This design comes from an exercise in tuning for small area on the open sky130 flow, not from production work. Only simulation tests tie the RTL to the original design; equivalence was not proved. Power is estimated from default activity; no workload was simulated.

## job 4542
// medidor_potencia_ca
module medidor_potencia_ca (
  input  logic        clk,
  input  logic        rst,
  input  logic        enable,
  input  logic        sample_valid,
  input  logic [31:0] tensao,
  input  logic [31:0] corrente,
  output logic [63:0] potencia_media,
  output logic [31:0] v_pico,
  output logic [31:0] i_pico,
  output logic [15:0] window_count,
  output logic        result_valid
);
Size: about 430 flip-flops, about 36,000 sq um of cells after synthesis.
clock: 11.0 ns
lec_check: 0
cap_margin: 0
cell_pad_in_sites_detail_placement: 1
cell_pad_in_sites_global_placement: 2
core_margin: 2
core_utilization: 30
place_density: 0.45
slew_margin: 0
synth_hierarchical: 1
synth_minimum_keep_size: 0
standard.sh (not shown) runs the stock make flow with config.mk's settings and CLKGATE_MAP_FILE= SYNTH_SCRIPT=/design/flow/synth_recipe.tcl, a recipe that flattens the netlist after the stock synthesis.
==> flow/flow/run.sh <==
#!/bin/bash
# Standard layout, with the port buffers made from the smallest buffer cell and
# a clock tree with larger sink clusters and no dummy loads.
set -euo pipefail
bash standard.sh "BUFFER_PORTS_ARGS=-buffer_cell sky130_fd_sc_hd__buf_1" \
  "CTS_ARGS=-sink_clustering_enable -repair_clock_nets -dont_use_dummy_load -sink_clustering_size 24 -sink_clustering_max_diameter 100" \
  finish > flow_make.log 2>&1
Changes in job 127 relative to job 4542:
# job 4542
export LEC_CHECK = 0
export CAP_MARGIN = 0
export CELL_PAD_IN_SITES_DETAIL_PLACEMENT = 1
export CELL_PAD_IN_SITES_GLOBAL_PLACEMENT = 2
export CORE_MARGIN = 2
export CORE_UTILIZATION = 30
export PLACE_DENSITY = 0.45
export SLEW_MARGIN = 0
export SYNTH_HIERARCHICAL = 1
export SYNTH_MINIMUM_KEEP_SIZE = 0
create_clock -name core_clock -period 11.0 [get_ports {clk}]
# job 127
export LEC_CHECK = 0
export CAP_MARGIN = 0
export CELL_PAD_IN_SITES_DETAIL_PLACEMENT = 1
export CELL_PAD_IN_SITES_GLOBAL_PLACEMENT = 2
export CORE_MARGIN = 2
export CORE_UTILIZATION = 35
export PLACE_DENSITY = 0.52
export SLEW_MARGIN = 0
export SYNTH_HIERARCHICAL = 1
export SYNTH_MINIMUM_KEEP_SIZE = 0
create_clock -name core_clock -period 11.0 [get_ports {clk}]
## What came out
Diff job 4542 -> job 127: clock group share of total power stayed essentially flat, routed wire length fell by 4.0%, net switching component of the power fell by 21 uW, synthesized area stayed essentially flat.
diff inputs: job 127 => job 6455
# job 127
export LEC_CHECK = 0
export CAP_MARGIN = 0
export CELL_PAD_IN_SITES_DETAIL_PLACEMENT = 1
export CELL_PAD_IN_SITES_GLOBAL_PLACEMENT = 2
export CORE_MARGIN = 2
export CORE_UTILIZATION = 35
export PLACE_DENSITY = 0.52
export SLEW_MARGIN = 0
export SYNTH_HIERARCHICAL = 1
export SYNTH_MINIMUM_KEEP_SIZE = 0
create_clock -name core_clock -period 11.0 [get_ports {clk}]
# job 6455
export LEC_CHECK = 0
export CAP_MARGIN = 0
export CELL_PAD_IN_SITES_DETAIL_PLACEMENT = 1
export CELL_PAD_IN_SITES_GLOBAL_PLACEMENT = 2
export CORE_MARGIN = 2
export CORE_UTILIZATION = 25
export PLACE_DENSITY = 0.35
export SLEW_MARGIN = 0
export SYNTH_HIERARCHICAL = 1
export SYNTH_MINIMUM_KEEP_SIZE = 0
create_clock -name core_clock -period 11.0 [get_ports {clk}]
==> comparison <==
- Job 6455 finished end to end and its layout was clean on timing, DRC and antenna.
- Cells: job 6455 has more instances than job 127
- Between job 127 and job 6455, the flow reports sum of routed wire length over all layers increasing by more than 10%.
- Comparing job 127 with job 6455, the via count came out essentially unchanged.
- Going from job 127 to job 6455, number of fillers in the final layout grew by more than a quarter.
- Taking job 6455 as 1.0, job 127 lands at 0.876 on placed wire-length estimate after detailed placement.
- NOTE post-route met1 wirelength job 127->job 6455 increased by more than 10%
- Taking job 127 as the reference, in job 6455 ratio of final minimum period to clock period fell by 0.49 points, relative area change from synthesis to final layout rose by 4.0 points, setup slack rose by 0.054 ns, global-route track usage on met3 fell by 4.1 points, number of placed cells counting well taps rose by 603.

medidor_potencia_ca, a different RTL version from the one above (not shown whole).
For scale: ~4900 cells after synthesis, about 430 flip-flops, ~210 I/O pins, ~0.045 mm2 of cells after synthesis.
clock: 11.0 ns
lec_check: 0
cap_margin: 20
core_margin: 2
core_utilization: 70
cts_buf_list: sky130_fd_sc_hd__clkbuf_4 sky130_fd_sc_hd__clkbuf_8
slew_margin: 20
run.sh (not shown) runs the stock make flow with config.mk's settings and CLKGATE_MAP_FILE= SYNTH_SCRIPT=/design/flow/synth_recipe.tcl, a recipe that flattens the netlist after the stock synthesis.
Stock flow here: none of the scripts above is used.
The baseline finished with timing, DRC and antenna clean.
==> next run, changes <==
CORE_UTILIZATION = 40   (was 70)
CTS_BUF_LIST = unset   (was sky130_fd_sc_hd__clkbuf_4 sky130_fd_sc_hd__clkbuf_8)
The new run produced a clean layout.
Non-clock buffer count fell by 9.
Clock skew is lower by 0.041 ns.
First-iteration DRC count decreases by 28%.
Core utilization came out lower by 33 points.
Synthesized area does not change.

medidor_potencia_ca, a different RTL version from the one above (not shown whole).
Size in the first run: roughly 3800 cells after synthesis, about 430 flip-flops, roughly 0.040 sq mm of cells after synthesis.
clock: 11.0 ns
lec_check: 0
cap_margin: 0
core_margin: 2
core_utilization: 40
slew_margin: 0
synth_hierarchical: 1
synth_minimum_keep_size: 0
standard.sh (not shown) runs the stock make flow with config.mk's settings and CLKGATE_MAP_FILE= SYNTH_SCRIPT=/design/flow/synth_recipe.tcl, a recipe that flattens the netlist after the stock synthesis.
==> flow/flow/run.sh <==
#!/bin/bash
# Standard layout, with the port buffers made from the smallest buffer cell and
# a clock tree with larger sink clusters and no dummy loads.
set -euo pipefail
bash standard.sh "BUFFER_PORTS_ARGS=-buffer_cell sky130_fd_sc_hd__buf_1" \
  "CTS_ARGS=-sink_clustering_enable -repair_clock_nets -dont_use_dummy_load -sink_clustering_size 30 -sink_clustering_max_diameter 120" \
  finish > flow_make.log 2>&1
The baseline finished clean.
Change:
==> flow/run.sh (new file) <==
#!/bin/bash
# synth_recipe.tcl (not shown) runs the flow's synth.tcl, then flattens the netlist and writes it again
# the make line also repeats each setting of config.mk as NAME=value (left out here)
make -C /OpenROAD-flow-scripts/flow DESIGN_CONFIG=/design/flow/config.mk WORK_HOME=/design/flow/orfs CLKGATE_MAP_FILE= SYNTH_SCRIPT=/design/flow/synth_recipe.tcl finish
- CAP_MARGIN: 0 -> 20
- SLEW_MARGIN: 0 -> 20
removed: flow/flow/run.sh
removed: flow/standard.sh
Effect: Setup slack degrades by 0.0052 ns; design area increases by a few percent; total power rises by about a fifth; via count is about the same; utilization increases by 2.5 points; clock-buffer cell count goes up by 35; combinational power rises slightly.

Another version of the RTL of medidor_potencia_ca (not shown whole).
Size in the first run: roughly 3500 cells after synthesis, roughly 430 flip-flops, roughly 210 I/O pins, ~0.039 mm^2 of cells after synthesis.
## medidor_potencia_ca
module medidor_potencia_ca (
  input  logic        clk,
  input  logic        rst,
  input  logic        enable,
  input  logic        sample_valid,
  input  logic [31:0] tensao,
  input  logic [31:0] corrente,
  output logic [63:0] potencia_media,
  output logic [31:0] v_pico,
  output logic [31:0] i_pico,
  output logic [15:0] window_count,
  output logic        result_valid
);
==> flow/config.mk <==
export PLATFORM = sky130hd
export DESIGN_NAME = medidor_potencia_ca
export DESIGN_NICKNAME = medidor_potencia_ca
export VERILOG_FILES = /design/flow/design.v
export SDC_FILE = /design/flow/constraint.sdc
export NUM_CORES = 4
export LEC_CHECK = 0
export CAP_MARGIN = 0
export CORE_MARGIN = 2
export CORE_UTILIZATION = 40
export SLEW_MARGIN = 0
export SYNTH_HIERARCHICAL = 1
export SYNTH_MINIMUM_KEEP_SIZE = 0
==> flow/constraint.sdc <==
create_clock -name core_clock -period 11.0 [get_ports {clk}]
set_input_delay 2.2000 -clock core_clock [delete_from_list [all_inputs] [get_ports {clk}]]
set_output_delay 2.2000 -clock core_clock [all_outputs]
set_load 0.01 [all_outputs]
==> flow/flow/run.sh <==
#!/bin/bash
# Standard layout, with the port buffers made from the smallest buffer cell and
# a clock tree with larger sink clusters and no dummy loads.
set -euo pipefail
bash standard.sh "BUFFER_PORTS_ARGS=-buffer_cell sky130_fd_sc_hd__buf_1" \
  "CTS_ARGS=-sink_clustering_enable -repair_clock_nets -dont_use_dummy_load -sink_clustering_size 16 -sink_clustering_max_diameter 80 -buf_list sky130_fd_sc_hd__clkbuf_8" \
  finish > flow_make.log 2>&1
The starting point completed without violations.
Change:
==> flow/flow/run.sh (replaced) <==
#!/bin/bash
# Standard layout, with the port buffers made from the smallest buffer cell and
# a clock tree with larger sink clusters and no dummy loads.
set -euo pipefail
bash standard.sh "BUFFER_PORTS_ARGS=-buffer_cell sky130_fd_sc_hd__buf_1" \
  "CTS_ARGS=-sink_clustering_enable -repair_clock_nets -dont_use_dummy_load -sink_clustering_size 24 -sink_clustering_max_diameter 100" \
  finish > flow_make.log 2>&1
- GPL_TIMING_DRIVEN: default -> 0
=>
- With this change the flow ran to the end with violations: max-capacitance violations, max-slew violations
- power increases slightly
- critical path depth increases by 2
- design area increases slightly
- register-to-register slack gets worse by 1.4 ns
- combinational power decreases by a few percent
- worst setup slack gets worse by 0.95 ns
- via count increases by a few percent
- worst hold slack gets worse by 0.035 ns
- non-clock buffer count increases by 50
- count of clock-buffer cells in the layout decreases by 13
- wire length increases by a few percent
Change:
- GPL_TIMING_DRIVEN: 0 -> default
Result:
- With this change the flow produced a clean layout
- routed wire length is lower by 3.6%
- flip-flop and latch count does not change
- cell count fell by 1.1%
- via count falls by 2.5%
- power is higher by 1.4%
- setup slack improved by 0.84 ns
- sequential power is about the same
- sequential share of layout area came out higher by 0.35 points
- core utilization shrinks by 0.68 points
- global-route usage fell by 0.84 points
- cell area drops by 1.5%

== oak ==
medidor_potencia_ca, a different RTL version from the one above (not shown whole).
For scale: ~210 I/O pins, roughly 36000 um^2 of cells after synthesis.
clock: 11.0 ns
lec_check: 0
cap_margin: 0
cell_pad_in_sites_detail_placement: 1
cell_pad_in_sites_global_placement: 2
core_margin: 2
core_utilization: 25
place_density: 0.35
slew_margin: 0
synth_hierarchical: 1
synth_minimum_keep_size: 0
==> flow/flow/run.sh <==
#!/bin/bash
# Standard layout, with the port buffers made from the smallest buffer cell and
# a clock tree with larger sink clusters and no dummy loads.
set -euo pipefail
bash standard.sh "BUFFER_PORTS_ARGS=-buffer_cell sky130_fd_sc_hd__buf_1" \
  "CTS_ARGS=-sink_clustering_enable -repair_clock_nets -dont_use_dummy_load -sink_clustering_size 24 -sink_clustering_max_diameter 100" \
  finish > flow_make.log 2>&1
Modified inputs, pine compared to oak
Settings: swapping 25 for 30 in CORE_UTILIZATION; putting GPL_TIMING_DRIVEN at 0 where nothing was set; swapping 0.35 for 0.45 in PLACE_DENSITY; swapping 0 for 20 in SLEW_MARGIN; swapping 0 for 20 in CAP_MARGIN.
Results
Number of clock buffer instances in the layout was lower in the run labelled pine.
Compared with oak, pine shows critical path depth that has gone down by a few percent.
Final standard cell area without fillers: pine vs oak down 0.52%
Cmp pine and oak / number of antenna violations at the first check in global routing / lower: pine
Routed wire in pine totals less than in oak.
[pine] number of rows created at floorplan fell 12 relative to oak
Via count of the first global-routing pass in pine vs oak: down 203
Taking oak as the reference, in pine combinational cell fraction of total power saw a decrease, detailed-route via count decreased by 192 relative to the old numbers.

[port drivers added, routing unchanged]
No port has a modelled driver above. Below, the same layouts with a new extraction and two added sets of constraints.
Step 1 assumes that a clkbuf_16 drives the clock port and a buf_2 every other input.
Step 2, shift: input delay + t, output delay - t, t = (earliest + latest rising clock arrival at the registers) / 2. This alone moves slack from input paths to output paths.
Three values: ideal ports, drivers, drivers and shift; two values: the first two.
| run | shift t [ns] | setup WS [ns] | hold slack, ns | worst setup path after step 2 | worst slew at a driven data input, ns |
|---|---|---|---|---|---|
| job 4542 | 0.700 | 0.375 / 0.420 / -0.280 | 0.433 / 0.433 / 0.433 | input to register | 0.14 |
| job 127 | 0.681 | 0.348 / 0.400 / -0.282 | 0.444 / 0.444 / 0.444 | input to register | 0.09 |
| job 6455 | 0.701 | 0.401 / 0.453 / -0.247 | 0.423 / 0.423 / 0.423 | input to register | 0.10 |
| the first run of note 2 | 0.766 | 0.779 / 0.809 / 0.044 | 0.400 / 0.400 / 0.400 | input to register | 0.11 |
| the second run of note 2 | 0.699 | 0.586 / 0.625 / -0.074 | 0.425 / 0.425 / 0.425 | input to register | 0.12 |
| the first run of note 3 | 0.649 | 0.941 / 0.993 / 0.344 | 0.442 / 0.442 / 0.442 | input to register | 0.14 |
| the second run of note 3 | 0.696 | 0.936 / 0.974 / 0.278 | 0.425 / 0.425 / 0.425 | input to register | 0.13 |
| the first run of note 4 | 0.699 | 1.254 / 1.290 / 0.592 | 0.414 / 0.414 / 0.414 | input to register | 0.12 |
| the second run of note 4 | 0.659 | 0.301 / 0.326 / -0.334 | 0.379 / 0.379 / 0.379 | input to register | 0.11 |
| the third run of note 4 | 0.661 | 1.141 / 1.186 / 0.524 | 0.433 / 0.433 / 0.433 | input to register | 0.11 |
| oak | 0.730 | 0.417 / 0.471 / -0.258 | 0.427 / 0.427 / 0.427 | input to register | 0.16 |
| pine | 0.682 | 0.339 / 0.383 / -0.299 | 0.441 / 0.441 / 0.441 | input to register | 0.12 |
For the first run of note 2, which loses most, drivers alone change the setup slack by +0.030 ns; drivers and shift together by -0.735 ns.
